From an optimization exercise on the open Yosys and OpenROAD flow, aimed at small area, a short achievable clock period and few clock cycles per item; shortcuts taken in it are not production practice. In this exercise RTL edits were held to simulation tests only and were not proved equivalent to the original.

===== flow/design.v =====
package rhc_pkg;
  localparam int unsigned HUE_BITS   = 9;
  localparam int unsigned HUE_FULL   = 360;
  localparam int unsigned SECTOR_DEG = 60;
  typedef enum logic [1:0] {
    HB_RED,
    HB_GREEN,
    HB_BLUE,
    HB_RED_NEG
  } hue_base_e;
  typedef struct packed {
    logic [2:0] sector;
    logic [5:0] frac;
  } hue_split_t;
  function automatic hue_split_t hue_split(input logic [HUE_BITS-1:0] h);
    logic [3:0] cnt;
    logic [HUE_BITS-1:0] hh;
    logic [2:0] sec;
    cnt = 4'd0;
    for (int k = 1; k <= 8; k++) begin
      if (h >= HUE_BITS'(k * SECTOR_DEG)) cnt = 4'(k);
    end
    hh  = h - HUE_BITS'(cnt * SECTOR_DEG);
    sec = (cnt >= 4'd6) ? 3'(cnt - 4'd6) : cnt[2:0];
    hue_split = {sec, hh[5:0]};
  endfunction
endpackage
module rhc_div #(
  parameter int unsigned RW  = 20,
  parameter int unsigned DW  = 12,
  parameter int unsigned TOP = 7,
  parameter int unsigned NS  = 4
) (
  input  logic [RW-1:0] rem_i,
  input  logic [DW-1:0] den_i,
  output logic [RW-1:0] rem_o,
  output logic [NS-1:0] quo_o
);
  always_comb begin
    logic [RW-1:0] r;
    logic [DW:0]   t;
    logic [DW+1:0] diff;
    r = rem_i;
    for (int k = 0; k < NS; k++) begin
      t    = r[(TOP - k) +: DW + 1];
      diff = {1'b0, t} - {2'b00, den_i};
      quo_o[NS-1-k] = !diff[DW+1];
      if (!diff[DW+1]) r[(TOP - k) +: DW + 1] = diff[DW:0];
    end
    rem_o = r;
  end
endmodule
module rgb_hsv_converter #(
  parameter int unsigned CHANNEL_BITS = 8
) (
  input  logic                         clk_i,
  input  logic                         rst_ni,
  input  logic                         cfg_we_i,
  input  logic                         cfg_wdata_i,
  input  logic                         pix_i_valid,
  output logic                         pix_i_ready,
  input  logic [CHANNEL_BITS-1:0]      pix_i_red,
  input  logic [CHANNEL_BITS-1:0]      pix_i_green,
  input  logic [CHANNEL_BITS-1:0]      pix_i_blue,
  input  logic [rhc_pkg::HUE_BITS-1:0] pix_i_hue,
  input  logic [CHANNEL_BITS-1:0]      pix_i_saturation,
  input  logic [CHANNEL_BITS-1:0]      pix_i_brightness,
  input  logic [CHANNEL_BITS-1:0]      pix_i_alpha,
  output logic                         pix_o_valid,
  input  logic                         pix_o_ready,
  output logic [CHANNEL_BITS-1:0]      pix_o_out_red,
  output logic [CHANNEL_BITS-1:0]      pix_o_out_green,
  output logic [CHANNEL_BITS-1:0]      pix_o_out_blue,
  output logic [rhc_pkg::HUE_BITS-1:0] pix_o_out_hue,
  output logic [CHANNEL_BITS-1:0]      pix_o_out_saturation,
  output logic [CHANNEL_BITS-1:0]      pix_o_out_brightness,
  output logic [CHANNEL_BITS-1:0]      pix_o_out_alpha
);
  localparam int unsigned NST = 9;   
  logic dir_q;
  logic en;
  always_ff @(posedge clk_i or negedge rst_ni) begin
    if (!rst_ni) begin
      dir_q <= 1'b0;
    end else if (cfg_we_i) begin
      dir_q <= cfg_wdata_i;
    end
  end
  logic [NST:1] vld_q;
  logic [NST:1] dir_s;
  logic [7:0]   alpha_s [NST+1];
  assign en          = !vld_q[NST] || pix_o_ready;
  assign pix_i_ready = en;
  always_ff @(posedge clk_i or negedge rst_ni) begin
    if (!rst_ni) begin
      vld_q <= '0;
    end else if (en) begin
      vld_q <= {vld_q[NST-1:1], pix_i_valid};
    end
  end
  assign alpha_s[0] = pix_i_alpha;
  always_ff @(posedge clk_i) begin
    if (en) begin
      dir_s <= {dir_s[NST-1:1], dir_q};
      for (int k = 1; k <= NST; k++) alpha_s[k] <= alpha_s[k-1];
    end
  end
  logic [26:0] f1_d;   
  always_comb begin
    logic [7:0] r, g, b, mx, mid, mn;
    logic       g_gt_r, b_gt_r, b_gt_g, neg;
    rhc_pkg::hue_base_e base;
    r = pix_i_red;
    g = pix_i_green;
    b = pix_i_blue;
    g_gt_r = g > r;
    b_gt_r = b > r;
    b_gt_g = b > g;
    if (!g_gt_r && !b_gt_r) begin
      mx   = r;
      mid  = b_gt_g ? b : g;
      mn   = b_gt_g ? g : b;
      neg  = b_gt_g;
      base = b_gt_g ? rhc_pkg::HB_RED_NEG : rhc_pkg::HB_RED;
    end else if (!b_gt_g) begin
      mx   = g;
      mid  = b_gt_r ? b : r;
      mn   = b_gt_r ? r : b;
      neg  = !b_gt_r && (b != r);
      base = rhc_pkg::HB_GREEN;
    end else begin
      mx   = b;
      mid  = g_gt_r ? g : r;
      mn   = g_gt_r ? r : g;
      neg  = g_gt_r;
      base = rhc_pkg::HB_BLUE;
    end
    if (dir_q) f1_d = {2'b00, pix_i_hue, pix_i_saturation, pix_i_brightness};
    else       f1_d = {mx, mid, mn, base, neg};
  end
  logic [26:0] f1_q;
  logic [15:0] u2_d;   
  logic [7:0]  v2_d;   
  logic [8:0]  h2_d;   
  rhc_pkg::hue_split_t hs1;
  assign hs1 = rhc_pkg::hue_split(f1_q[24:16]);
  always_comb begin
    logic [7:0] mx, mid, mn, d, y;
    {mx, mid, mn} = f1_q[26:3];
    d = mx - mn;
    y = mid - mn;
    if (dir_s[1]) begin
      u2_d = f1_q[7:0] * f1_q[15:8];
      v2_d = f1_q[7:0];
      h2_d = {hs1.frac, hs1.sector};
    end else begin
      u2_d = {d, y};
      v2_d = mx;
      h2_d = {f1_q[2:0], (d == 8'd0), 5'd0};
    end
  end
  logic [15:0] u2_q;
  logic [7:0]  v2_q;
  logic [8:0]  h2_q;
  logic [41:0] y3_d;   
  always_comb begin
    logic [7:0] mx, d, y;
    logic       neg;
    mx  = v2_q;
    {d, y} = u2_q;
    neg = h2_q[6];
    if (dir_s[2]) begin
      y3_d = {1'b0, 22'(h2_q[8:3]) * 22'(u2_q) + 22'd7649, h2_q[2:0], u2_q};
    end else begin
      y3_d = {{d, 8'd0} - 16'(d) + 16'(mx[7:1]),
              ({y, 6'd0} - {4'd0, y, 2'd0}) + 14'((d - 8'(neg)) >> 1),
              d, h2_q[8:5]};
    end
  end
  logic [41:0] y3_q;
  logic [7:0]  v3_q;
  logic [15:0] n4_d;   
  logic [26:0] x4_d;   
  logic [13:0] rh3;
  logic [1:0]  qh3;
  rhc_div #(.RW(14), .DW(8), .TOP(5), .NS(2)) u_hdiv3 (
    .rem_i(y3_q[25:12]), .den_i(y3_q[11:4]), .rem_o(rh3), .quo_o(qh3)
  );
  always_comb begin
    logic [22:0] zs;
    logic [13:0] xq;
    logic [7:0]  wr, a0, r0;
    logic [16:0] t;
    logic [21:0] z;
    z  = y3_q[40:19];
    zs = 23'(z) + 23'(z[21:8]) + 23'(z[21:16]) + 23'd1;
    xq = zs[21:8];
    wr = z[7:0] + xq[7:0];
    t  = 17'(y3_q[15:0]) + 17'(y3_q[15:8]) + 17'd1;
    a0 = t[15:8];
    r0 = y3_q[7:0] + a0;
    if (dir_s[3]) begin
      n4_d = {2'b00, xq};
      x4_d = {y3_q[18:16], wr, a0, r0};
    end else begin
      n4_d = y3_q[41:26];
      x4_d = {1'b0, rh3[11:0], y3_q[11:4], qh3, y3_q[3:0]};
    end
  end
  logic [15:0] n4_q;
  logic [7:0]  v4_q;
  logic [26:0] x4_q;
  logic [7:0]  den4;
  logic [15:0] lr4;
  logic [1:0]  lq4;
  logic [11:0] rh4;
  logic [1:0]  qh4;
  logic [25:0] x5_d;   
  assign den4 = dir_s[4] ? 8'd60 : v4_q;
  rhc_div #(.RW(16), .DW(8), .TOP(7), .NS(2)) u_ldiv4 (
    .rem_i(n4_q), .den_i(den4), .rem_o(lr4), .quo_o(lq4)
  );
  rhc_div #(.RW(12), .DW(8), .TOP(3), .NS(2)) u_hdiv4 (
    .rem_i(x4_q[25:14]), .den_i(x4_q[13:6]), .rem_o(rh4), .quo_o(qh4)
  );
  always_comb begin
    logic [7:0]  v, wr, a0, r0, r0p, p;
    logic        dt;
    logic [14:0] n;
    logic [15:0] nq;
    logic [6:0]  m;
    v   = v4_q;
    {wr, a0, r0} = x4_q[23:0];
    r0p = (r0 == 8'd0) ? 8'd255 : r0;
    p   = v - a0 - 8'(r0[7]);
    dt  = (r0 != 8'd0) && !r0[7];
    n   = {1'b0, r0p, 6'd0} - {5'd0, r0p, 2'd0} - 15'd2 - 15'(wr);
    nq  = 16'(n[13:0]) + 16'(n[13:8]) + 16'd1;
    m   = n[14] ? 7'h7f : {1'b0, nq[13:8]};
    if (dir_s[4]) x5_d = {7'd0, x4_q[26:24], p, dt, m};
    else          x5_d = {rh4[9:0], x4_q[13:6], x4_q[5:4], qh4, x4_q[3:0]};
  end
  logic [13:0] lr5_q;
  logic [1:0]  lq5_q;
  logic [7:0]  v5_q;
  logic [25:0] x5_q;
  logic [7:0]  den5;
  logic [13:0] lr5;
  logic [1:0]  lq5;
  logic [9:0]  rh5;
  logic [1:0]  qh5;
  logic [18:0] x6_d;   
  assign den5 = dir_s[5] ? 8'd60 : v5_q;
  rhc_div #(.RW(14), .DW(8), .TOP(5), .NS(2)) u_ldiv5 (
    .rem_i(lr5_q), .den_i(den5), .rem_o(lr5), .quo_o(lq5)
  );
  rhc_div #(.RW(10), .DW(8), .TOP(1), .NS(2)) u_hdiv5 (
    .rem_i(x5_q[25:16]), .den_i(x5_q[15:8]), .rem_o(rh5), .quo_o(qh5)
  );
  assign x6_d = dir_s[5] ? x5_q[18:0] : {9'd0, x5_q[7:4], qh5, x5_q[3:0]};
  logic [11:0] lr6_q;
  logic [3:0]  lq6_q;
  logic [7:0]  v6_q;
  logic [18:0] x6_q;
  logic [7:0]  den6;
  logic [11:0] lr6;
  logic [1:0]  lq6;
  logic [18:0] x7_d;   
  assign den6 = dir_s[6] ? 8'd60 : v6_q;
  rhc_div #(.RW(12), .DW(8), .TOP(3), .NS(2)) u_ldiv6 (
    .rem_i(lr6_q), .den_i(den6), .rem_o(lr6), .quo_o(lq6)
  );
  always_comb begin
    logic [5:0] qh;
    logic [8:0] hue;
    qh = x6_q[9:4];
    case (x6_q[3:2])
      2'(rhc_pkg::HB_RED):   hue = 9'd0;
      2'(rhc_pkg::HB_GREEN): hue = 9'd120;
      2'(rhc_pkg::HB_BLUE):  hue = 9'd240;
      default:               hue = 9'd360;
    endcase
    hue = x6_q[1] ? hue - 9'(qh) : hue + 9'(qh);
    if (x6_q[0]) hue = '0;
    x7_d = dir_s[6] ? x6_q : {9'd0, hue, x6_q[0]};
  end
  logic [9:0]  lr7_q;
  logic [5:0]  lq7_q;
  logic [7:0]  v7_q;
  logic [18:0] x7_q;
  logic [7:0]  den7;
  logic [9:0]  lr7;
  logic [1:0]  lq7;
  assign den7 = dir_s[7] ? 8'd60 : v7_q;
  rhc_div #(.RW(10), .DW(8), .TOP(1), .NS(2)) u_ldiv7 (
    .rem_i(lr7_q), .den_i(den7), .rem_o(lr7), .quo_o(lq7)
  );
  logic [5:0]  lr8_q;
  logic [7:0]  lq8_q;
  logic [7:0]  v8_q;
  logic [18:0] x8_q;
  logic [7:0] o0_d, o1_d, o2_d;
  logic       o3_d;
  always_comb begin
    logic [7:0] v, qd, p, q, t;
    logic       dt;
    logic [6:0] m;
    logic [2:0] sec;
    logic       c;
    v   = v8_q;
    qd  = lq8_q;
    {sec, p, dt, m} = x8_q;
    c   = (m == 7'h7f) || (lr8_q > m[5:0]);
    q   = v - qd;
    t   = p + qd + 8'(c) - 8'(dt);
    if (dir_s[8]) begin
      o3_d = 1'b0;
      case (sec)
        3'd0:    begin o0_d = v; o1_d = t; o2_d = p; end
        3'd1:    begin o0_d = q; o1_d = v; o2_d = p; end
        3'd2:    begin o0_d = p; o1_d = v; o2_d = t; end
        3'd3:    begin o0_d = p; o1_d = q; o2_d = v; end
        3'd4:    begin o0_d = t; o1_d = p; o2_d = v; end
        default: begin o0_d = v; o1_d = p; o2_d = q; end
      endcase
    end else begin
      o0_d = x8_q[0] ? 8'd0 : qd;
      o1_d = v;
      {o3_d, o2_d} = x8_q[9:1];
    end
  end
  logic [7:0] o0_q, o1_q, o2_q;
  logic       o3_q;
  always_ff @(posedge clk_i) begin
    if (en) begin
      f1_q  <= f1_d;
      u2_q  <= u2_d;
      v2_q  <= v2_d;
      h2_q  <= h2_d;
      y3_q  <= y3_d;
      v3_q  <= v2_q;
      n4_q  <= n4_d;
      v4_q  <= v3_q;
      x4_q  <= x4_d;
      lr5_q <= lr4[13:0];
      lq5_q <= lq4;
      v5_q  <= v4_q;
      x5_q  <= x5_d;
      lr6_q <= lr5[11:0];
      lq6_q <= {lq5_q, lq5};
      v6_q  <= v5_q;
      x6_q  <= x6_d;
      lr7_q <= lr6[9:0];
      lq7_q <= {lq6_q, lq6};
      v7_q  <= v6_q;
      x7_q  <= x7_d;
      lr8_q <= lr7[5:0];
      lq8_q <= {lq7_q, lq7};
      v8_q  <= v7_q;
      x8_q  <= x7_q;
      o0_q  <= o0_d;
      o1_q  <= o1_d;
      o2_q  <= o2_d;
      o3_q  <= o3_d;
    end
  end
  assign pix_o_valid          = vld_q[NST];
  assign pix_o_out_red        = dir_s[NST] ? o0_q : 8'd0;
  assign pix_o_out_green      = dir_s[NST] ? o1_q : 8'd0;
  assign pix_o_out_blue       = dir_s[NST] ? o2_q : 8'd0;
  assign pix_o_out_saturation = dir_s[NST] ? 8'd0 : o0_q;
  assign pix_o_out_brightness = dir_s[NST] ? 8'd0 : o1_q;
  assign pix_o_out_hue        = dir_s[NST] ? 9'd0 : {o3_q, o2_q};
  assign pix_o_out_alpha      = alpha_s[NST];
endmodule

===== flow/config.mk =====
export PLATFORM = sky130hd
export DESIGN_NAME = rgb_hsv_converter
export DESIGN_NICKNAME = rgb_hsv_converter
export VERILOG_FILES = /design/flow/design.v
export SDC_FILE = /design/flow/constraint.sdc
export NUM_CORES = 4
export LEC_CHECK = 0
export ABC_AREA = 1
export CAP_MARGIN = 20
export CORE_MARGIN = 2
export CORE_UTILIZATION = 55
export CTS_CLUSTER_DIAMETER = 100
export CTS_CLUSTER_SIZE = 24
export PLACE_DENSITY = 0.65
export SETUP_SLACK_MARGIN = 5
export SLEW_MARGIN = 20

===== flow/constraint.sdc =====
create_clock -name core_clock -period 10.0 [get_ports {clk_i}]
set_input_delay 2.0000 -clock core_clock [delete_from_list [all_inputs] [get_ports {clk_i}]]
set_output_delay 2.0000 -clock core_clock [all_outputs]
set_load 0.01 [all_outputs]

===== flow/run.sh =====
#!/bin/bash
# synth_recipe.tcl (not shown) runs the flow's synth.tcl, then flattens the netlist and writes it again
# the make line also repeats each setting of config.mk as NAME=value (left out here)
make -C /OpenROAD-flow-scripts/flow DESIGN_CONFIG=/design/flow/config.mk WORK_HOME=/design/flow/orfs CLKGATE_MAP_FILE= SYNTH_SCRIPT=/design/flow/synth_recipe.tcl finish

==> impl_metrics.csv, run 1 <==
group,metric,value,unit
status,status,"finished clean",
placement,hpwlAfterDp,63000,um
floorplan,ioPinCount,122,
floorplan,start_util,55.8,%
synth,ys_warn_count,6,
setup_path,criticalPathCategory,"reg -> reg",
synth,synthArstFlopShare,2.20,%
synth,synth.distinct_cells,63,
timing,rsz0062_at_grt,"true",
setup_path,path_max_fanout,7,
detailed_routing,route.vias.total,26800,
layout,postLayoutCellArea,0.0388,mm^2
global_route,grt-ovfl-total,0,
timing,fin_crit_sh,47.8,%
timing,timing.clock.skew,0.0222,ns
timing,worst_slack,5.22,ns
synth,synth_area_per_cell,8.67,um^2
layout,nets,4769,
detailed_routing,drc,0,
setup_path,cpMostUsedCell,"fa_1",
detailed_routing,antenna_left,0,
detailed_routing,wl_per_cell,16.1,um
detailed_routing,first_iter_violations,1509,
clock_tree,clkTransAtPathRegs,0.09,ns
setup_path,required,10.35,ns
layout,insertedDiodeCount,0,
setup_path,critical_path.endpoint_type,"register",
timing,final.setup.tns,0,ns
setup_path,arrival,5.12,ns
placement,port_buffers,121,
global_route,grt_max_degree,85,
synth,synthesis.area,0.0353,mm^2
setup_path,worstRegToRegCells,19,
clock_tree,clock-sinks,454,
floorplan,num_rows,92,
run,max-cap-violations,0,
clock_tree,htreeDepth,1,
timing,slew_headroom,30.6,%
setup_path,critical-path-max-stage-delay,0.54,ns
layout,layout-area-overhead-vs-synth,10.0,%
timing,slew_viol_final,0,
worst_hold_path,hold_depth,0,
timing,finalHoldViolCount,0,
detailed_routing,first_pass_iters,5,
timing,max_freq,209,MHz
layout,drive_gt1_share,5.37,%
synth,synth-seq-cells,454,
floorplan,core_area,0.0632,mm^2
timing,max_slew.worst_pin.slew,1.04,ns
layout,fillers,5523,
clock_tree,cts_root_buf,"clkbuf_16",
synth,synth_edf_count,444,
floorplan,fp.dieH,257,um
setup_path,cp_slowest_cell,"edfxtp_1",
global_route,grt_pass1_wl,131000,um
timing,whs,0.418,ns
detailed_routing,viasPerCell,5.31,
setup_path,start_kind,"register",
global_route,antenna_found_initial,0,
clock_tree,cts_buffers,26,
placement,gp_congestion,0.914,
global_route,grt.total_usage,24.5,%
setup_path,path_cells,"buf_4 -> nand2_1 -> inv_1 -> fa_1 -> inv_1 -> fa_1 -> inv_1 -> fa_1 -> fa_1 -> ha_1 -> a21oi_1 -> o21ai_1 -> a21oi_2 -> o21ai_1 -> a21oi_1 -> o21ai_0 -> xor2_1 -> nand2_1 -> nand2_1",
synth,synth_cells,4067,
clock_tree,clk_latency,0.59,ns
worst_hold_path,hp-class,"reg -> reg",
placement,placed_area,0.0372,mm^2
synth,seq_area_frac_synth,38.5,%
timing,report.final.setup_viol,0,
clock_tree,cts_tree,"built",
timing,period_needed,4.78,ns
clock_tree,ctsHoldBuffers,0,
placement,place_ws,4.30,ns
synth,syn_nets,4640,
floorplan,fp.dieArea,0.0662,mm^2
floorplan,die_x,257,um
layout,post-route-util,61.4,%
clock_tree,clockBufferDepth,3,
detailed_routing,drt-total-wl,81400,um
global_route,first_global_vias,25700,
synth,synth-main-ff-cell,"edfxtp_1",
stage by stage:
step           cells
2_1_floorplan   4067
3_3_place_gp    4942
3_5_place_dp    4942
4_1_cts         4997
5_1_grt         5054
6_report        5054
sequential cells by signal, indices dropped and copies added, names as in the netlist, 9 cells and up:
signal	cells
vld_q	9
h2_q	9
x4_q	27
x6_q	19
x8_q	19
lr5_q	14
dir_s	9
x5_q	26
lr6_q	12
lr7_q	10
u2_q	16
n4_q	16
x7_q	19
f1_q	27
alpha_s	72
y3_q	42
timing repair:
item                       in CTS  in global routing
gates resized for setup         5                 35
setup buffers                  13                 57
pin swaps                       1                  4
gates cloned                    2                  0
setup endpoints to repair      22                 63
cells by family (layout without fill, tap and decap cells):
group / after synthesis / after routing / synth area share (%)
simple gates: 1339 / 1341 / 15.5
buf+inv: 822 / 961 / 8.93
compound gates: 781 / 781 / 12.2
fa+ha+maj: 510 / 510 / 20.8
flops: 454 / 454 / 38.5
xor+xnor: 148 / 148 / 3.67
mux: 13 / 13 / 0.401
worst paths after layout:
path | to | start | slack, ns
max | y3_q[36] | h2_q[5] | 5.22
min | alpha_s[9][3] | alpha_s[8][3] | 0.42
max reg2reg | y3_q[36] | h2_q[5] | 5.22
min reg2reg | alpha_s[9][3] | alpha_s[8][3] | 0.42
max in group asynchronous | vld_q[8] | rst_ni | 8.00
min in group asynchronous | vld_q[2] | rst_ni | 1.70
worst max-delay path, delay by kind of cell (launching register included):
family	cells	cell delay [ns]
adder cells (fa/ha/maj)	5	2.33
AO/OA/AOI/OAI	6	0.98
flip-flops	1	0.54
buffers and inverters	4	0.38
AND/OR/NAND/NOR	3	0.17
XOR/XNOR	1	0.16
Yosys cell counts (all sizes together) (26+ instances only):
| cell | number | area, um^2 |
|---|---|---|
| a21oi | 316 | 1600 |
| clkbuf | 90 | 338 |
| edfxtp | 444 | 13300 |
| fa | 127 | 2540 |
| ha | 383 | 4790 |
| inv | 708 | 2660 |
| nand2 | 828 | 3140 |
| nand3 | 115 | 596 |
| nand4 | 26 | 169 |
| nor2 | 306 | 1170 |
| o211ai | 30 | 225 |
| o21ai | 317 | 1590 |
| xnor2 | 57 | 499 |
| xor2 | 91 | 797 |
layer usage:
| metal | up-vias | share of wire, % | GRT usage [%] |
|---|---|---|---|
| met5 | - | 0 | 0 |
| met4 | 0 | 3.5 | 8.35 |
| met3 | 146 | 3.6 | 1.94 |
| met2 | 554 | 50 | 43.8 |
| met1 | 12400 | 43 | 31.4 |
| li1 | 13700 | - | - |
cells in the final DEF, fill, tap and decap left out, drive strengths merged, types with 9 or more instances in the layout:
master and n:
nor3 20, mux2 9, nand2 830, fa 127, a21oi 316, buf 87, o211ai 30, or2 20
nand3 115, o22ai 22, a31oi 20, a21o 16, nor2 306, o21ai 317, o21bai 12, clkdlybuf4s50 119
xor2 91, inv 713, clkbuf 31, xnor2 57, edfxtp 444, nand4 26, dfrtp 10, ha 383
final cells by class:
cell class                 count  area (um^2)  area share (%)
multi-input combinational   2793        18700            48.2
sequential                   454        13600            35.0
inverter                     713         2700            6.95
timing repair buffer         208         1920            4.95
tap                          846         1060            2.73
clock buffer                  31          711            1.83
clock inverter                 9          124           0.319
Testbench counts, summed over its fixed seeds: cycles 19,368, items 19,200.
==> inputs of run 2 (changes only) <==
==> flow/flow/run.sh (new file) <==
#!/bin/bash
set -euo pipefail
sed -e 's#"\${@:-finish}"#BUFFER_PORTS_ARGS="-buffer_cell sky130_fd_sc_hd__buf_2" "${@:-finish}"#' \
  -e 's/SETUP_SLACK_MARGIN=5 /SETUP_SLACK_MARGIN=5.8 /' \
  standard.sh > standard_own.sh
grep -q 'BUFFER_PORTS_ARGS' standard_own.sh
grep -q 'SETUP_SLACK_MARGIN=5.8 ' standard_own.sh
bash standard_own.sh > standard.log 2>&1
==> flow/standard.sh (new file) <==
#!/bin/bash
# synth_recipe.tcl (not shown) runs the flow's synth.tcl, then flattens the netlist and writes it again
# the make line also repeats each setting of config.mk as NAME=value (left out here)
make -C /OpenROAD-flow-scripts/flow DESIGN_CONFIG=/design/flow/config.mk WORK_HOME=/design/flow/orfs CLKGATE_MAP_FILE= SYNTH_SCRIPT=/design/flow/synth_recipe.tcl "${@:-finish}"
removed: flow/run.sh
==> run 2 against run 1 <==
Still clean; flip-flop and latch count is the same; hold slack gained 0.0033 ns; critical path depth is the same; synthesized area is the same; non-clock buffer count grew 117; sequential share of layout area shrank 1.5 points; via count grew 3.1%; global-route usage grew 1.2 points; first-iteration DRC count grew 2.9%; register-to-register slack gained 0.15 ns; critical path type unchanged; largest cell class unchanged.
==> impl_metrics.csv, run 2 <==
group,metric,value,unit
synth,synth_edf_count,444,
detailed_routing,wl_met1,35600,um
timing,fin_crit_sh,46.2,%
synth,synthArstFlopShare,2.20,%
setup_path,reg2reg_slack,5.38,ns
clock_tree,clk_latency,0.59,ns
floorplan,start_util,55.8,%
synth,synth.distinct_cells,63,
synth,synth_top_cells_by_area,"edfxtp_1 38%, ha_1 14%, nand2_1 8.7%",
clock_tree,clockBufferDepth,3,
floorplan,core_area,0.0632,mm^2
global_route,antenna_found_initial,0,
detailed_routing,drc,0,
global_route,grt_pass1_wl,137000,um
floorplan,ioPinCount,122,
global_route,grt_max_degree,77,
setup_path,r2r-start,"u2_q[5]",
clock_tree,cts_buffers,26,
timing,rsz0062_at_grt,"true",
setup_path,start_kind,"register",
clock_tree,htreeDepth,1,
detailed_routing,drt-total-wl,86700,um
synth,syn_nets,4640,
synth,synth_most_common_cell,"nand2_1",
timing,period_needed,4.62,ns
floorplan,num_rows,92,
layout,mostFrequentLayoutCell,"nand2_1",
synth,seq_area_frac_synth,38.5,%
detailed_routing,first_pass_iters,6,
status,status,"finished clean",
floorplan,die_x,257,um
setup_path,critical_path.endpoint_type,"register",
placement,gp_congestion,0.914,
synth,ys_warn_count,6,
placement,hpwlAfterDp,63500,um
detailed_routing,top_layer,"met4",
detailed_routing,first_iter_violations,1553,
detailed_routing,wl_met3,3160,um
layout,nets,4890,
placement,place_ws,4.53,ns
synth,synth_top_area_share,37.8,%
timing,max_slew.worst_pin.slew,1.01,ns
detailed_routing,viasPerCell,5.34,
setup_path,arrival,4.97,ns
timing,timing.clock.skew,0.0213,ns
floorplan,fp.dieH,257,um
setup_path,required,10.35,ns
timing,max_freq,216,MHz
timing,final.setup.tns,0,ns
synth,synth-seq-cells,454,
layout,layout-area-overhead-vs-synth,14.9,%
global_route,first_global_vias,26800,
worst_hold_path,hp-class,"reg -> reg",
global_route,grt.total_usage,25.7,%
setup_path,r2r-end,"y3_q[36]",
timing,slew_headroom,32.1,%
detailed_routing,antenna_left,0,
floorplan,fp.dieArea,0.0662,mm^2
timing,finalHoldViolCount,0,
clock_tree,clkTransAtPathRegs,0.10,ns
synth,synth_top_area_cell,"edfxtp_1",
setup_path,path_max_fanout,5,
clock_tree,cts_root_buf,"clkbuf_16",
layout,drive_gt1_share,15.3,%
detailed_routing,route.vias.total,27700,
clock_tree,cts_tree,"built",
placement,port_buffers,121,
layout,reg_top3,"alpha_s (72), y3_q (42)",
layout,insertedDiodeCount,0,
synth,synth_area_per_cell,8.67,um^2
timing,worst_slack,5.38,ns
layout,fillers,5353,
run,max-cap-violations,0,
synth,synth-main-ff-cell,"edfxtp_1",
detailed_routing,wl_per_cell,16.7,um
setup_path,endpoint,"y3_q[36]",
setup_path,startpoint,"u2_q[5]",
synth,yosys-top-cells-count,"816 x nand2_1, 701 x inv_1, 444 x edfxtp_1",
global_route,grt-ovfl-total,0,
synth,synthesis.area,0.0353,mm^2
timing,slew_viol_final,0,
setup_path,criticalPathCategory,"reg -> reg",
timing,report.final.setup_viol,0,
layout,top_register,"alpha_s",
layout,largest_register_ff_count,72,
synth,synth_cells,4067,
layout,final_cell_mix,"777 x nand2_1, 673 x inv_1, 444 x edfxtp_1",
clock_tree,clock-sinks,454,
detailed_routing,met2_length,45000,um
setup_path,worstRegToRegCells,19,
-- run 2: cell count changes in the layout (fill, tap and decap cells not counted), moves of 22 or more --
cell             previous run  this run
nand2_1                   811       777
buf_4                      82       170
inv_1                     700       673
nand2_2                    15        37
a21oi_1                   307       276
inv_2                       6        30
ha_4                        3        32
nor2_1                    297       272
o21ai_0                   287       249
buf_2                       0       119
clkdlybuf4s50_1           119         0
ha_1                      379       348
-- run 2: logic make-up (layout without fill, tap and decap cells) --
| group | after synthesis | after routing | share of synthesized area, % |
|---|---|---|---|
| AND/OR/NAND/NOR | 1339 | 1344 | 15.5 |
| adder cells (fa/ha/maj) | 510 | 510 | 20.8 |
| AO/OA/AOI/OAI | 781 | 781 | 12.2 |
| multiplexers | 13 | 13 | 0.401 |
| buffers and inverters | 822 | 1080 | 8.93 |
| XOR/XNOR | 148 | 148 | 3.67 |
| flip-flops | 454 | 454 | 38.5 |
-- run 2: cell type report --
type                       instances  area (um^2)  area share (%)
clock buffer                      31          701            1.73
clock inverter                    10          136           0.337
inverter                         713         2720            6.71
multi-input combinational       2796        19900            49.1
sequential                       454        13600            33.5
tap                              846         1060            2.61
timing repair buffer             325         2410            5.94
timing repair inverter             1         5.00          0.0123
-- run 2: what timing repair did --
action / in CTS / in global routing
gates resized for setup: 151 / 182
hold buffers: 0 / 0
pin swaps: 80 / 112
cloned: 3 / 4
setup buffers: 112 / 72
setup endpoints to repair: 286 / 203
-- run 2: routing by layer --
metal	up-vias	global-route usage (%)
met1	12900	31.6
met2	581	48.0
met5	-	0
met4	0	7.22
li1	14000	-
met3	165	2.15
-- run 2: stage by stage --
step           cell area, um^2  hold slack (ns)  util (%)  std cells
2_1_floorplan            35600            0.400         -       4067
3_3_place_gp             36800            0.400      58.3       4943
3_5_place_dp             36800            0.405      58.3       4943
4_1_cts                  39200            0.421      62.0       5099
5_1_grt                  40500            0.421      64.1       5176
6_report                 40500            0.422      64.1       5176
-- run 2: critical path, cell delays in order, from the launching register on --
cell      delay, ns
edfxtp_1       0.53
buf_4          0.20
nand2_2        0.06
inv_2          0.03
fa_1           0.54
inv_2          0.04
fa_1           0.49
inv_2          0.04
fa_1           0.46
fa_1           0.61
ha_4           0.24
a21oi_4        0.19
o21ai_4        0.09
a21oi_2        0.17
o21ai_2        0.09
a21oi_2        0.18
o21ai_1        0.11
xor2_1         0.16
nand2_1        0.06
nand2_1        0.07
-- run 2: how the worst min path moves through the flow --
stage,startpoint,cells past startpoint,endpoint
2_1_floorplan,alpha_s[1][0],0,alpha_s[2][0]
3_3_place_gp,alpha_s[5][2],0,alpha_s[6][2]
3_5_place_dp,alpha_s[2][0],0,alpha_s[3][0]
4_1_cts,x7_q[16],0,x8_q[16]
5_1_grt,alpha_s[7][4],0,alpha_s[8][4]
6_report,x7_q[16],0,x8_q[16]
==> inputs of run 3 (changes only) <==
==> flow/flow/run.sh (replaced) <==
#!/bin/bash
set -euo pipefail
sed -e 's#"\${@:-finish}"#BUFFER_PORTS_ARGS="-buffer_cell sky130_fd_sc_hd__buf_2" "${@:-finish}"#' \
  -e 's/SETUP_SLACK_MARGIN=5 /SETUP_SLACK_MARGIN=5.4 /' \
  standard.sh > standard_own.sh
grep -q 'BUFFER_PORTS_ARGS' standard_own.sh
grep -q 'SETUP_SLACK_MARGIN=5.4 ' standard_own.sh
bash standard_own.sh > standard.log 2>&1
==> run 3 against run 2 <==
Still clean; hold slack got worse by 0.0056 ns; fmax up 0.61%; setup slack improved by 0.028 ns; critical path depth rose by 4; flip-flop and latch count did not move; synthesized cell count unchanged; register-to-register slack improved by 0.03 ns; global-route usage is 0.60 points lower; clock-buffer cell count decreased by 1; critical path type unchanged; critical endpoint is now y3_q[40]; largest cell class unchanged.
==> impl_metrics.csv, run 3 <==
group,metric,value,unit
status,status,"finished clean",
clock_tree,clock-sinks,454,
floorplan,ioPinCount,122,
timing,max_slew.worst_pin.slew,1.03,ns
setup_path,critical-path-max-stage-delay,0.56,ns
global_route,grt_max_degree,86,
layout,nets,4792,
synth,synth_most_common_cell,"nand2_1",
synth,synth_top_cells_by_area,"edfxtp_1 38%, ha_1 14%, nand2_1 8.7%",
layout,layout-area-overhead-vs-synth,10.0,%
clock_tree,cts_tree,"built",
timing,timing.clock.skew,0.0209,ns
layout,final_cell_mix,"800 x nand2_1, 697 x inv_1, 444 x edfxtp_1",
setup_path,path_buf_inv,4,
placement,placed_area,0.0366,mm^2
timing,slew_headroom,30.6,%
setup_path,required,10.34,ns
clock_tree,htreeDepth,1,
layout,insertedDiodeCount,0,
synth,synth_cells,4067,
synth,synth_area_per_cell,8.67,um^2
floorplan,start_util,55.8,%
global_route,first_global_vias,25800,
detailed_routing,antenna_left,0,
setup_path,arrival,4.94,ns
detailed_routing,wl_per_cell,16.5,um
setup_path,start_kind,"register",
synth,synth-main-ff-cell,"edfxtp_1",
layout,top_register,"alpha_s",
floorplan,fp.dieH,257,um
placement,hpwlAfterDp,62800,um
setup_path,cp_slowest_cell,"fa_1",
synth,yosys-top-cells-count,"816 x nand2_1, 701 x inv_1, 444 x edfxtp_1",
run,max-cap-violations,0,
global_route,antenna_found_initial,0,
timing,fin_crit_sh,46.0,%
layout,post-route-util,61.4,%
floorplan,core_area,0.0632,mm^2
timing,slew_viol_final,0,
synth,synthArstFlopShare,2.20,%
setup_path,critical_path.endpoint_type,"register",
floorplan,die_x,257,um
detailed_routing,viasPerCell,5.34,
layout,drive_gt1_share,10.0,%
synth,ys_warn_count,6,
synth,synthesis.area,0.0353,mm^2
clock_tree,cts_root_buf,"clkbuf_16",
setup_path,cpMostUsedCell,"nand2_1",
setup_path,reg2reg_slack,5.40,ns
clock_tree,ctsHoldBuffers,0,
detailed_routing,drt-total-wl,84000,um
clock_tree,cts_buffers,26,
synth,synth_edf_count,444,
layout,reg_top3,"alpha_s (72), y3_q (42)",
timing,rsz0062_at_grt,"true",
detailed_routing,route.vias.total,27100,
floorplan,fp.dieArea,0.0662,mm^2
setup_path,cpLargestDelayFamily,"adder cells",
synth,synth_top_area_share,37.8,%
placement,gp_congestion,0.919,
layout,mostFrequentLayoutCell,"nand2_1",
setup_path,criticalPathCategory,"reg -> reg",
synth,synth-seq-cells,454,
floorplan,num_rows,92,
global_route,grt.total_usage,25.1,%
timing,final.setup.tns,0,ns
synth,syn_nets,4640,
detailed_routing,first_pass_iters,5,
timing,finalHoldViolCount,0,
setup_path,path_max_fanout,5,
layout,largest_register_ff_count,72,
layout,final_cells,5077,
clock_tree,clkTransAtPathRegs,0.10,ns
global_route,grt-ovfl-total,0,
clock_tree,clk_latency,0.60,ns
synth,seq_area_frac_synth,38.5,%
setup_path,path_cells,"buf_6 -> nand2_1 -> inv_1 -> fa_1 -> fa_1 -> fa_1 -> inv_1 -> fa_1 -> inv_1 -> ha_4 -> nand2_2 -> nor2_4 -> and2_1 -> o21ai_2 -> nand3_2 -> nand2_2 -> nand2_1 -> nand2_1 -> nand2_1 -> nand3_1 -> nand2_1 -> nor2_1 -> a21oi_1",
synth,synth_top_area_cell,"edfxtp_1",
global_route,grt_pass1_wl,134000,um
placement,dp.cells,4943,
worst_hold_path,hp-class,"reg -> reg",
placement,port_buffers,121,
detailed_routing,drc,0,
detailed_routing,first_iter_violations,1513,
layout,postLayoutCellArea,0.0388,mm^2
timing,period_needed,4.60,ns
timing,report.final.setup_viol,0,
timing,max_freq,218,MHz
synth,synth.distinct_cells,63,
clock_tree,clockBufferDepth,3,
run 3: cell families (layout without fill, tap and decap cells):
family | after synthesis | after routing | synth area share [%]
AOI/OAI and AO/OA | 781 | 781 | 12.2
xor gates and xnor gates | 148 | 148 | 3.67
adders and majority gates | 510 | 510 | 20.8
buffers and inverters | 822 | 981 | 8.93
DFF | 454 | 454 | 38.5
muxes | 13 | 13 | 0.401
and+or+nand+nor | 1339 | 1344 | 15.5
run 3: area by class of cell:
| cell class | instances | area [um^2] |
|---|---|---|
| inverters | 713 | 2700 |
| multi-input cells | 2796 | 19200 |
| fillers | 5547 | 24400 |
| clock buffers | 30 | 687 |
| clock inverters | 10 | 128 |
| flip-flops and latches | 454 | 13600 |
| well taps | 846 | 1060 |
| repair buffers | 228 | 1470 |
run 3: metrics by stage:
step | setup slack, ns | hold slack (ns)
after floorplan | 4.75 | 0.400
after global placement | 4.80 | 0.400
after detailed placement | 4.67 | 0.405
after global routing | 5.17 | 0.417
after CTS | 5.40 | 0.418
final | 5.40 | 0.416
run 3: timing repair:
item / 4_1_cts / 5_1_grt
cloned: 3 / 2
endpoints found under the setup margin: 54 / 86
resized for setup: 29 / 101
pin swaps: 7 / 52
setup buffers: 65 / 24
run 3: final timing paths:
| path | cells after the start | from | endpoint |
|---|---|---|---|
| max in group asynchronous | 1 | rst_ni | dir_q |
| worst max register to register | 23 | u2_q[9] | y3_q[40] |
| min in group asynchronous | 1 | rst_ni | vld_q[9] |
| worst min-delay path | 0 | alpha_s[2][7] | alpha_s[3][7] |
| worst max-delay path | 23 | u2_q[9] | y3_q[40] |
| worst min register to register | 0 | alpha_s[2][7] | alpha_s[3][7] |
run 3: metal layers:
metal | global-route usage, % | wire (um) | vias up | part of all wire [%]
li1 | - | - | 13800 | -
met1 | 31.6 | 35300 | 12600 | 42
met2 | 45.9 | 42800 | 575 | 51
met3 | 1.98 | 3000 | 156 | 3.6
met4 | 7.54 | 2860 | 0 | 3.4
met5 | 0 | 0 | - | 0
==> inputs of run 4 (changes only) <==
==> flow/flow/run.sh (replaced) <==
#!/bin/bash
set -euo pipefail
sed -e 's#"\${@:-finish}"#BUFFER_PORTS_ARGS="-buffer_cell sky130_fd_sc_hd__buf_2" "${@:-finish}"#' \
  -e 's/SETUP_SLACK_MARGIN=5 /SETUP_SLACK_MARGIN=5.5 /' \
  standard.sh > standard_own.sh
grep -q 'BUFFER_PORTS_ARGS' standard_own.sh
grep -q 'SETUP_SLACK_MARGIN=5.5 ' standard_own.sh
bash standard_own.sh > standard.log 2>&1
==> run 4 against run 3 <==
Hold slack better by 0.0019 ns; register-to-register slack improved by 0.03 ns; synthesized area did not move; final cell count rose by 1.0%; non-clock buffer count is 49 higher; highest routed layer unchanged.
==> impl_metrics.csv, run 4 <==
group,metric,value,unit
worst_hold_path,hp-start,"alpha_s[5][5]",
timing,final.setup.tns,0,ns
detailed_routing,viasPerCell,5.35,
synth,yosys-top-cells-count,"816 x nand2_1, 701 x inv_1, 444 x edfxtp_1",
timing,slew_headroom,27.8,%
floorplan,num_rows,92,
setup_path,r2r-start,"h2_q[5]",
placement,gp_congestion,0.912,
layout,nets,4842,
floorplan,core_area,0.0632,mm^2
global_route,grt-ovfl-total,0,
layout,top_register,"alpha_s",
synth,ys_warn_count,6,
placement,hpwlAfterDp,62200,um
detailed_routing,drc,0,
timing,period_needed,4.56,ns
timing,max_freq,219,MHz
setup_path,arrival,4.91,ns
synth,synth_top_area_share,37.8,%
placement,placed_area,0.0366,mm^2
clock_tree,cts_buffers,26,
clock_tree,htreeDepth,1,
synth,synth_area_per_cell,8.67,um^2
detailed_routing,wl_per_cell,16.5,um
synth,synth_edf_count,444,
layout,final_cells,5129,
clock_tree,clkTransAtPathRegs,0.10,ns
layout,ff_latch_area,0.0136,mm^2
layout,postLayoutCellArea,0.0396,mm^2
clock_tree,clk_latency,0.60,ns
global_route,top_usage_layer,"met2",
layout,largest_register_ff_count,72,
setup_path,critical-path-max-stage-delay,0.59,ns
detailed_routing,first_iter_violations,1611,
timing,finalHoldViolCount,0,
timing,timing.clock.skew,0.0196,ns
floorplan,start_util,55.8,%
setup_path,r2r-end,"y3_q[33]",
timing,slew_viol_final,0,
layout,drive_gt1_share,12.5,%
clock_tree,clockBufferDepth,3,
layout,final_cell_mix,"788 x nand2_1, 686 x inv_1, 444 x edfxtp_1",
detailed_routing,drt-total-wl,84900,um
clock_tree,cts_root_buf,"clkbuf_16",
floorplan,fp.dieH,257,um
global_route,grtUsageMet2,45.1,%
layout,reg_top3,"alpha_s (72), y3_q (42)",
setup_path,criticalPathCategory,"reg -> reg",
layout,layout-area-overhead-vs-synth,12.2,%
synth,synth_top_area_cell,"edfxtp_1",
global_route,grt_pass1_wl,134000,um
global_route,antenna_found_initial,0,
synth,synth_cells,4067,
worst_hold_path,hold_end,"alpha_s[6][5]",
setup_path,cp_slowest_cell,"fa_2",
layout,mostFrequentLayoutCell,"nand2_1",
synth,synth_most_common_cell,"nand2_1",
worst_hold_path,hp-class,"reg -> reg",
setup_path,path_cells,"buf_6 -> nand2_2 -> inv_2 -> fa_1 -> inv_2 -> fa_1 -> fa_1 -> inv_2 -> fa_2 -> ha_4 -> a21oi_4 -> o21ai_2 -> a21oi_2 -> o21ai_4 -> nand2_2 -> nand2_2 -> o21ai_2 -> a21oi_2 -> a31o_2",
synth,synth-seq-cells,454,
global_route,use_met3,2.29,%
clock_tree,clock-sinks,454,
setup_path,reg2reg_slack,5.44,ns
clock_tree,ctsHoldBuffers,0,
setup_path,critical_path.endpoint_type,"register",
status,status,"finished clean",
synth,synth.distinct_cells,63,
worst_hold_path,hold_depth,0,
synth,seq_area_frac_synth,38.5,%
placement,dp.cells,4941,
setup_path,path_max_fanout,5,
global_route,grt.total_usage,25.1,%
synth,synthesis.area,0.0353,mm^2
setup_path,required,10.35,ns
layout,insertedDiodeCount,0,
detailed_routing,first_pass_iters,5,
timing,fin_crit_sh,45.6,%
run,max-cap-violations,0,
synth,synth-main-ff-cell,"edfxtp_1",
placement,port_buffers,121,
timing,max_slew.worst_pin.slew,1.08,ns
synth,synth_top_cells_by_area,"edfxtp_1 38%, ha_1 14%, nand2_1 8.7%",
timing,report.final.setup_viol,0,
floorplan,die_x,257,um
layout,multiInputGateArea,0.0195,mm^2
setup_path,worstRegToRegCells,19,
layout,fillers,5484,
detailed_routing,route.vias.total,27400,
clock_tree,cts_tree,"built",
synth,synthArstFlopShare,2.20,%
global_route,first_global_vias,25900,
timing,rsz0062_at_grt,"true",
detailed_routing,antenna_left,0,
floorplan,fp.dieArea,0.0662,mm^2
floorplan,ioPinCount,122,
global_route,grt_max_degree,190,
setup_path,start_kind,"register",
synth,syn_nets,4640,
global_route,met1_usage,31.8,%
[run 4: cell types whose count changed in the layout (fill, tap and decap cells not counted), moves of 6 or more]
cell     change
inv_2       +10
a21oi_2      +7
nand2_2      +9
ha_1         -6
o21ai_0      -8
o21ai_2      +7
buf_6        +8
a21oi_1     -11
inv_1       -11
nand2_1     -12
buf_4       +36
[run 4: per-stage QoR]
| step | hold WS, ns | util, % | setup slack [ns] |
|---|---|---|---|
| after CTS | 0.416 | 61.0 | 5.45 |
| after floorplan | 0.400 | - | 4.75 |
| after detailed placement | 0.405 | 58.0 | 4.68 |
| after global placement | 0.400 | 58.0 | 4.70 |
| after global routing | 0.418 | 62.7 | 5.26 |
| final | 0.418 | 62.7 | 5.44 |
[run 4: worst max-delay path, delay by kind of cell, from the launching register on]
kind	cells	cell delay [ns]
compound gates	7	1.01
buf+inv	4	0.29
fa+ha+maj	5	2.31
simple gates	3	0.20
flops	1	0.49
[run 4: area by class of cell]
cell class / instances / share of cell area [%]
Clock inverter: 9 / 0.294
Inverter: 713 / 6.84
Multi-Input combinational cell: 2796 / 49.2
Sequential cell: 454 / 34.3
Timing Repair inverter: 1 / 0.0190
Tap cell: 846 / 2.67
Timing Repair Buffer: 277 / 4.84
Clock buffer: 33 / 1.84
[run 4: logic make-up (layout without fill, tap and decap cells)]
logic type / Yosys count / after routing / synth area share [%]
simple gates: 1339 / 1344 / 15.5
buf+inv: 822 / 1033 / 8.93
compound gates: 781 / 781 / 12.2
fa+ha+maj: 510 / 510 / 20.8
flops: 454 / 454 / 38.5
xor+xnor: 148 / 148 / 3.67
mux: 13 / 13 / 0.401
[run 4: worst max-delay path by stage]
stage / endpoint / start / depth (start not counted)
2_1_floorplan: pix_i_ready / pix_o_ready / 3
3_3_place_gp: f1_q[15] / pix_i_red[5] / 13
4_1_cts: y3_q[37] / h2_q[6] / 19
5_1_grt: y3_q[40] / h2_q[5] / 23
3_5_place_dp: lr6_q[7] / dir_s[5] / 26
6_report: y3_q[33] / h2_q[5] / 19
[run 4: routing by layer]
metal	routed length, um	up-vias
met3	2900	151
met5	0	-
met1	35500	12800
li1	-	13900
met4	2970	0
met2	43500	548
[run 4: repair_timing]
action                                  4_1_cts  5_1_grt
buffers inserted                             78       61
cloned                                        4        3
gates resized for setup                      80      146
pin swaps                                    36       81
endpoints found under the setup margin       61       79
==> inputs of run 5 (changes only) <==
==> flow/flow/run.sh (replaced) <==
#!/bin/bash
set -euo pipefail
sed -e 's#"\${@:-finish}"#BUFFER_PORTS_ARGS="-buffer_cell sky130_fd_sc_hd__buf_2" "${@:-finish}"#' \
  -e 's/SETUP_SLACK_MARGIN=5 /SETUP_SLACK_MARGIN=5.3 /' \
  standard.sh > standard_own.sh
grep -q 'BUFFER_PORTS_ARGS' standard_own.sh
grep -q 'SETUP_SLACK_MARGIN=5.3 ' standard_own.sh
bash standard_own.sh > standard.log 2>&1
==> run 5 against run 4 <==
Still clean on timing, DRC and antenna; critical path depth grew 4; first-iteration DRC count down 5.2%; flip-flop and latch count unchanged; register-to-register slack got worse by 0.07 ns; via count decreased by 0.92%; non-clock buffer count is 38 lower; clock-buffer cell count down 3; global-route usage decreased by 0.60 points; core utilization down 1.4 points; largest cell class unchanged.
==> impl_metrics.csv, run 5 <==
group,metric,value,unit
status,status,"finished clean",
floorplan,core_area,0.0632,mm^2
worst_hold_path,hp-start,"x7_q[13]",
layout,final_cell_mix,"798 x nand2_1, 699 x inv_1, 444 x edfxtp_1",
timing,rsz0062_at_grt,"true",
layout,top_register,"alpha_s",
timing,period_needed,4.64,ns
clock_tree,clockBufferDepth,3,
detailed_routing,first_pass_iters,6,
timing,slew_viol_final,0,
clock_tree,clock-sinks,454,
global_route,grt-ovfl-total,0,
global_route,met1_usage,30.5,%
clock_tree,clkTransAtPathRegs,0.10,ns
clock_tree,htreeDepth,1,
timing,fin_crit_sh,46.4,%
detailed_routing,wl_per_cell,16.2,um
run,max-cap-violations,0,
synth,synthesis.area,0.0353,mm^2
timing,slew_headroom,29.2,%
global_route,grt_pass1_wl,131000,um
global_route,grt.total_usage,24.5,%
synth,synth_fa_ha_area_share,20.8,%
setup_path,path_max_fanout,5,
synth,seq_area_frac_synth,38.5,%
synth,syn_nets,4640,
floorplan,ioPinCount,122,
synth,synth-compound-area-share,12.2,%
synth,synthArstFlopShare,2.20,%
timing,final.setup.tns,0,ns
global_route,grtUsageMet2,43.8,%
global_route,first_global_vias,25900,
timing,whs,0.419,ns
setup_path,required,10.32,ns
timing,finalHoldViolCount,0,
global_route,antenna_found_initial,1,
global_route,use_met3,2.45,%
detailed_routing,first_iter_violations,1528,
clock_tree,cts_root_buf,"clkbuf_16",
layout,nets,4798,
worst_hold_path,hold_depth,0,
detailed_routing,drt-total-wl,82300,um
setup_path,reg2reg_slack,5.36,ns
setup_path,startpoint,"h2_q[6]",
floorplan,start_util,55.8,%
synth,synth-xor-area-share,3.67,%
timing,max_freq,216,MHz
synth,synth_area_per_cell,8.67,um^2
layout,mostFrequentLayoutCell,"nand2_1",
global_route,grt_max_degree,169,
setup_path,r2r-start,"h2_q[6]",
layout,largest_register_ff_count,72,
synth,synth-seq-cells,454,
synth,yosys-mux-area-fraction,0.401,%
synth,synthSimpleGateAreaFrac,15.5,%
setup_path,r2r-end,"y3_q[40]",
synth,synth_edf_count,444,
setup_path,criticalPathCategory,"reg -> reg",
clock_tree,cts_buffers,24,
timing,worst_slack,5.36,ns
timing,report.final.setup_viol,0,
placement,place_ws,4.29,ns
clock_tree,ctsHoldBuffers,0,
floorplan,die_x,257,um
layout,layout-area-overhead-vs-synth,9.74,%
setup_path,critical_path.endpoint_type,"register",
synth,synth_top_area_share,37.8,%
setup_path,start_kind,"register",
setup_path,arrival,4.96,ns
layout,drive_gt1_share,9.94,%
clock_tree,cts_tree,"built",
timing,timing.clock.skew,0.0276,ns
global_route,top_usage_layer,"met2",
timing,max_slew.worst_pin.slew,1.05,ns
detailed_routing,route.vias.total,27200,
floorplan,fp.dieH,257,um
detailed_routing,drc,0,
layout,reg_top3,"alpha_s (72), y3_q (42)",
setup_path,worstRegToRegCells,23,
floorplan,fp.dieArea,0.0662,mm^2
placement,gp_congestion,0.924,
placement,port_buffers,121,
synth,synth_top_area_cell,"edfxtp_1",
worst_hold_path,hp-class,"reg -> reg",
synth,yosys-top-cells-count,"816 x nand2_1, 701 x inv_1, 444 x edfxtp_1",
detailed_routing,viasPerCell,5.35,
placement,hpwlAfterDp,62100,um
detailed_routing,antenna_left,0,
worst_hold_path,hold_end,"x8_q[13]",
synth,synth-main-ff-cell,"edfxtp_1",
synth,synth_most_common_cell,"nand2_1",
synth,synth.distinct_cells,63,
layout,post-route-util,61.3,%
synth,synth_top_family_by_area,"adder cells",
synth,synth_top_cells_by_area,"edfxtp_1 38%, ha_1 14%, nand2_1 8.7%",
synth,synth_cells,4067,
synth,ys_warn_count,6,
floorplan,num_rows,92,
clock_tree,clk_latency,0.58,ns
-- run 5: changes by cell type in the layout (fill, tap and decap cells not counted), sizes merged --
cell / before / now
buf: 277 / 239
clkbuf: 33 / 30
clkinv: 7 / 10
diode: 0 / 1
inv: 715 / 708
nand2: 831 / 830
nand3: 117 / 115
-- run 5: repair_timing --
action	CTS	global route
gates cloned	2	0
pin swaps	2	54
setup buffers	67	34
setup endpoints to repair	110	137
resized for setup	18	104
-- run 5: stage by stage --
| stage | instances | cell area [um^2] |
|---|---|---|
| floorplan | 4067 | 35300 |
| global placement | 4942 | 36600 |
| detailed placement | 4942 | 36600 |
| CTS | 5047 | 38000 |
| global route | 5082 | 38700 |
| finish | 5082 | 38700 |
-- run 5: cell type report --
cell class,count,area [um^2]
flip-flops and latches,454,13600
multi-input cells,2793,19100
repair buffers,239,1560
diodes,1,2.50
clock buffers,30,623
well taps,846,1060
inverters,713,2700
clock inverters,6,82.6
fillers,5508,24500
-- run 5: routing by layer --
layer | wire [um] | vias up
met2 | 41200 | 661
met3 | 3570 | 182
met1 | 34000 | 12600
met5 | 0 | -
li1 | - | 13800
met4 | 3560 | 0
-- run 5: worst max path at each step --
stage / depth (start not counted) / slack (ns) / to
detailed placement: 6 / 4.29 / o1_q[4]
global route: 23 / 5.15 / y3_q[40]
global placement: 6 / 4.33 / o1_q[3]
floorplan: 3 / 4.75 / pix_i_ready
CTS: 19 / 5.30 / y3_q[36]
finish: 23 / 5.36 / y3_q[40]
-- run 5: critical path: stages, from the launching register on --
cell      delay (ns)
edfxtp_1        0.51
nand2_1         0.10
inv_1           0.06
fa_1            0.53
inv_1           0.06
fa_1            0.51
fa_1            0.56
inv_1           0.06
fa_2            0.58
ha_4            0.22
buf_4           0.15
nand2_2         0.06
o21ai_0         0.07
and2_1          0.15
o21ai_2         0.14
nand3_2         0.12
nand2_2         0.09
nand2_1         0.05
nand2_1         0.05
nand2_1         0.06
nand3_1         0.06
nand2_1         0.05
nor2_1          0.12
a21oi_1         0.05
-- run 5: cell families (layout without fill, tap and decap cells) --
logic type,count (synthesis),after routing
xor gates and xnor gates,148,148
adders and majority gates,510,510
other,0,1
AOI/OAI and AO/OA,781,781
buffers and inverters,822,988
muxes,13,13
and+or+nand+nor,1339,1341
DFF,454,454
==> inputs of run 6 (changes only) <==
==> flow/flow/run.sh (replaced) <==
#!/bin/bash
# layout flow: the standard flow (standard.sh), with the port buffers
# made from sky130_fd_sc_hd__buf_2 instead of the flow's default pick.
# each tool's output stays in the ORFS logs under orfs/logs; make's own
# output goes to standard.log.
set -euo pipefail
sed -e 's#"\${@:-finish}"#BUFFER_PORTS_ARGS="-buffer_cell sky130_fd_sc_hd__buf_2" "${@:-finish}"#' \
  standard.sh > standard_own.sh
grep -q 'BUFFER_PORTS_ARGS' standard_own.sh
bash standard_own.sh > standard.log 2>&1
==> run 6 against run 5 <==
Non-clock buffer count down 43; wire length down 2.4%; first-iteration DRC count down 6.7%.
==> impl_metrics.csv, run 6 <==
group,metric,value,unit
synth,syn_nets,4640,
layout,reg_top3,"alpha_s (72), y3_q (42)",
synth,synthesis.area,0.0353,mm^2
setup_path,path_cells,"buf_2 -> inv_12 -> nand2_8 -> buf_2",
synth,ys_warn_count,6,
timing,fin_crit_sh,49.3,%
placement,port_buffers,121,
synth,synth_top_area_share,37.8,%
detailed_routing,viasPerCell,5.33,
timing,slew_viol_final,0,
placement,hpwlAfterDp,62100,um
synth,synth-seq-cells,454,
synth,synth_edf_count,444,
timing,rsz0062_at_grt,"false",
setup_path,critical_path.endpoint_type,"output pin",
synth,yosys-top-cells-count,"816 x nand2_1, 701 x inv_1, 444 x edfxtp_1",
worst_hold_path,hp-class,"reg -> reg",
placement,gp_congestion,0.924,
detailed_routing,drt-total-wl,80300,um
setup_path,cp_slowest_cell,"nand2_8",
detailed_routing,first_iter_violations,1425,
synth,synth_top_area_cell,"edfxtp_1",
timing,report.final.setup_viol,0,
floorplan,core_area,0.0632,mm^2
floorplan,fp.dieH,257,um
synth,seq_area_frac_synth,38.5,%
clock_tree,cts_root_buf,"clkbuf_16",
detailed_routing,drc,0,
clock_tree,cts_tree,"built",
clock_tree,ctsHoldBuffers,0,
clock_tree,clock-sinks,454,
layout,final_cells,5037,
layout,layout-area-overhead-vs-synth,7.49,%
layout,drive_gt1_share,7.61,%
floorplan,fp.dieArea,0.0662,mm^2
setup_path,path_max_fanout,88,
detailed_routing,first_pass_iters,5,
layout,top_register,"alpha_s",
timing,max_slew.worst_pin.slew,1.07,ns
run,max-cap-violations,0,
setup_path,criticalPathCategory,"in -> out",
timing,period_needed,4.93,ns
clock_tree,cts_buffers,24,
synth,synth_top_cells_by_area,"edfxtp_1 38%, ha_1 14%, nand2_1 8.7%",
layout,largest_register_ff_count,72,
status,status,"finished clean",
layout,mostFrequentLayoutCell,"nand2_1",
setup_path,arrival,2.93,ns
synth,synth_most_common_cell,"nand2_1",
clock_tree,htreeDepth,1,
setup_path,required,8.00,ns
timing,timing.clock.skew,0.0277,ns
setup_path,critical-path-max-stage-delay,0.44,ns
global_route,antenna_found_initial,1,
placement,dp.cells,4942,
clock_tree,clockBufferDepth,3,
layout,final_cell_mix,"813 x nand2_1, 700 x inv_1, 444 x edfxtp_1",
floorplan,start_util,55.8,%
floorplan,num_rows,92,
timing,slew_headroom,27.9,%
global_route,grt_max_degree,169,
timing,finalHoldViolCount,0,
global_route,grt-ovfl-total,0,
layout,fillers,5597,
synth,synth_area_per_cell,8.67,um^2
timing,whs,0.419,ns
timing,max_freq,203,MHz
clock_tree,clk_latency,0.58,ns
setup_path,cpMostUsedCell,"buf_2",
detailed_routing,antenna_left,0,
synth,synth.distinct_cells,63,
synth,synthArstFlopShare,2.20,%
clock_tree,clkTransAtPathRegs,0.09,ns
global_route,first_global_vias,25500,
floorplan,die_x,257,um
layout,nets,4753,
timing,final.setup.tns,0,ns
synth,synth-main-ff-cell,"edfxtp_1",
setup_path,start_kind,"input pin",
global_route,grt_pass1_wl,129000,um
global_route,grt.total_usage,24.0,%
detailed_routing,wl_per_cell,15.9,um
floorplan,ioPinCount,122,
detailed_routing,route.vias.total,26800,
synth,synth_cells,4067,
==> run 6: cell count changes in the layout (fill, tap and decap cells not counted), moves of 6 or more <==
cell / change
a21oi_1: +9
ha_1: +13
buf_4: -38
o21ai_2: -6
o21ai_0: +6
nand2_2: -10
ha_4: -14
nand2_4: -7
buf_6: -6
nand2_1: +15
==> run 6: cells by family (layout without fill, tap and decap cells) <==
| family | count (synthesis) | count (layout) | synth area share [%] |
|---|---|---|---|
| compound gates | 781 | 781 | 12.2 |
| xor+xnor | 148 | 148 | 3.67 |
| fa+ha+maj | 510 | 510 | 20.8 |
| buf+inv | 822 | 945 | 8.93 |
| flops | 454 | 454 | 38.5 |
| mux | 13 | 13 | 0.401 |
| other cells | 0 | 1 | 0 |
| simple gates | 1339 | 1339 | 15.5 |
==> run 6: stage by stage <==
step / util [%] / setup slack [ns] / area [um^2]
global placement: 58.0 / 4.33 / 36600
global route: 60.0 / 5.00 / 37900
CTS: 59.2 / 5.02 / 37400
finish: 60.0 / 5.07 / 37900
floorplan: - / 4.75 / 35300
detailed placement: 58.0 / 4.29 / 36600
==> run 6: worst max-delay path: cells and delay by family <==
family	cells	cell delay [ns]
buf+inv	3	0.44
simple gates	1	0.44
==> run 6: layer usage <==
metal / wire [um] / vias up / part of all wire [%] / global-route usage (%)
li1: - / 13700 / - / -
met1: 33900 / 12400 / 42 / 29.9
met2: 40400 / 608 / 50 / 43.2
met3: 2960 / 158 / 3.7 / 2.30
met4: 3110 / 0 / 3.9 / 9.03
met5: 0 / - / 0 / 0
==> run 6: timing repair <==
| item | in CTS | in global routing |
|---|---|---|
| setup endpoints to repair | 88 | 122 |
| pin swaps | 0 | 3 |
| buffers inserted | 10 | 48 |
| gates cloned | 0 | 0 |
| resized for setup | 2 | 25 |
==> run 6: path summary, 6_finish.rpt <==
check | start | to | slack, ns | depth (start not counted)
max in group asynchronous | rst_ni | vld_q[5] | 8.56 | 1
worst max register to register | u2_q[5] | y3_q[34] | 5.27 | 17
min in group asynchronous | rst_ni | vld_q[6] | 1.26 | 1
worst min-delay path | alpha_s[7][3] | alpha_s[8][3] | 0.42 | 0
worst max-delay path | pix_o_ready | pix_i_ready | 5.07 | 4
worst min register to register | alpha_s[7][3] | alpha_s[8][3] | 0.42 | 0
==> run 6: layout make-up <==
class / instances / area, um^2 / share of cell area [%]
multi-input cells: 2791 / 18700 / 49.2
well taps: 846 / 1060 / 2.79
clock buffers: 30 / 623 / 1.64
inverters: 713 / 2690 / 7.10
flip-flops and latches: 454 / 13600 / 35.8
clock inverters: 6 / 82.6 / 0.218
repair buffers: 196 / 1230 / 3.23
diodes: 1 / 2.50 / 0.00660

[separate check: timing with driven ports]
The results above use ideal ports. As a check the final layouts listed here were re-extracted and re-timed, cells and wires unchanged.
Step 1: set_driving_cell puts a clkbuf_16 on clk_i and a buf_2 on each other input, an assumption about the parent block.
Step 2, shift: input delay + t, output delay - t, t = (earliest + latest rising clock arrival at the registers) / 2. This alone moves slack from input paths to output paths.
Slacks: ideal ports / drivers / drivers and shift; pairs: ideal ports / drivers.
run | t (ns) | slack for setup (ns) | worst hold slack (ns) | worst setup path at the end | clock arrival spread, ns
run 1 | 0.641 | 5.224 / 5.224 / 4.851 | 0.418 / 0.418 / 0.418 | input to register | 0.025 / 0.025
run 2 | 0.648 | 5.376 / 5.376 / 5.376 | 0.422 / 0.422 / 0.422 | register to register | 0.026 / 0.026
run 3 | 0.649 | 5.404 / 5.404 / 5.318 | 0.416 / 0.416 / 0.416 | input to register | 0.026 / 0.026
run 4 | 0.655 | 5.435 / 5.435 / 5.132 | 0.418 / 0.418 / 0.418 | input to register | 0.020 / 0.020
run 5 | 0.633 | 5.363 / 5.363 / 5.121 | 0.419 / 0.419 / 0.419 | input to register | 0.038 / 0.039
run 6 | 0.637 | 5.073 / 5.050 / 4.802 | 0.419 / 0.419 / 0.419 | input to register | 0.039 / 0.039
After both steps setup and hold are still met in every run listed. The setup slack of run 1, which loses most, moves by 0.000 ns with the drivers and by -0.373 ns with both steps.
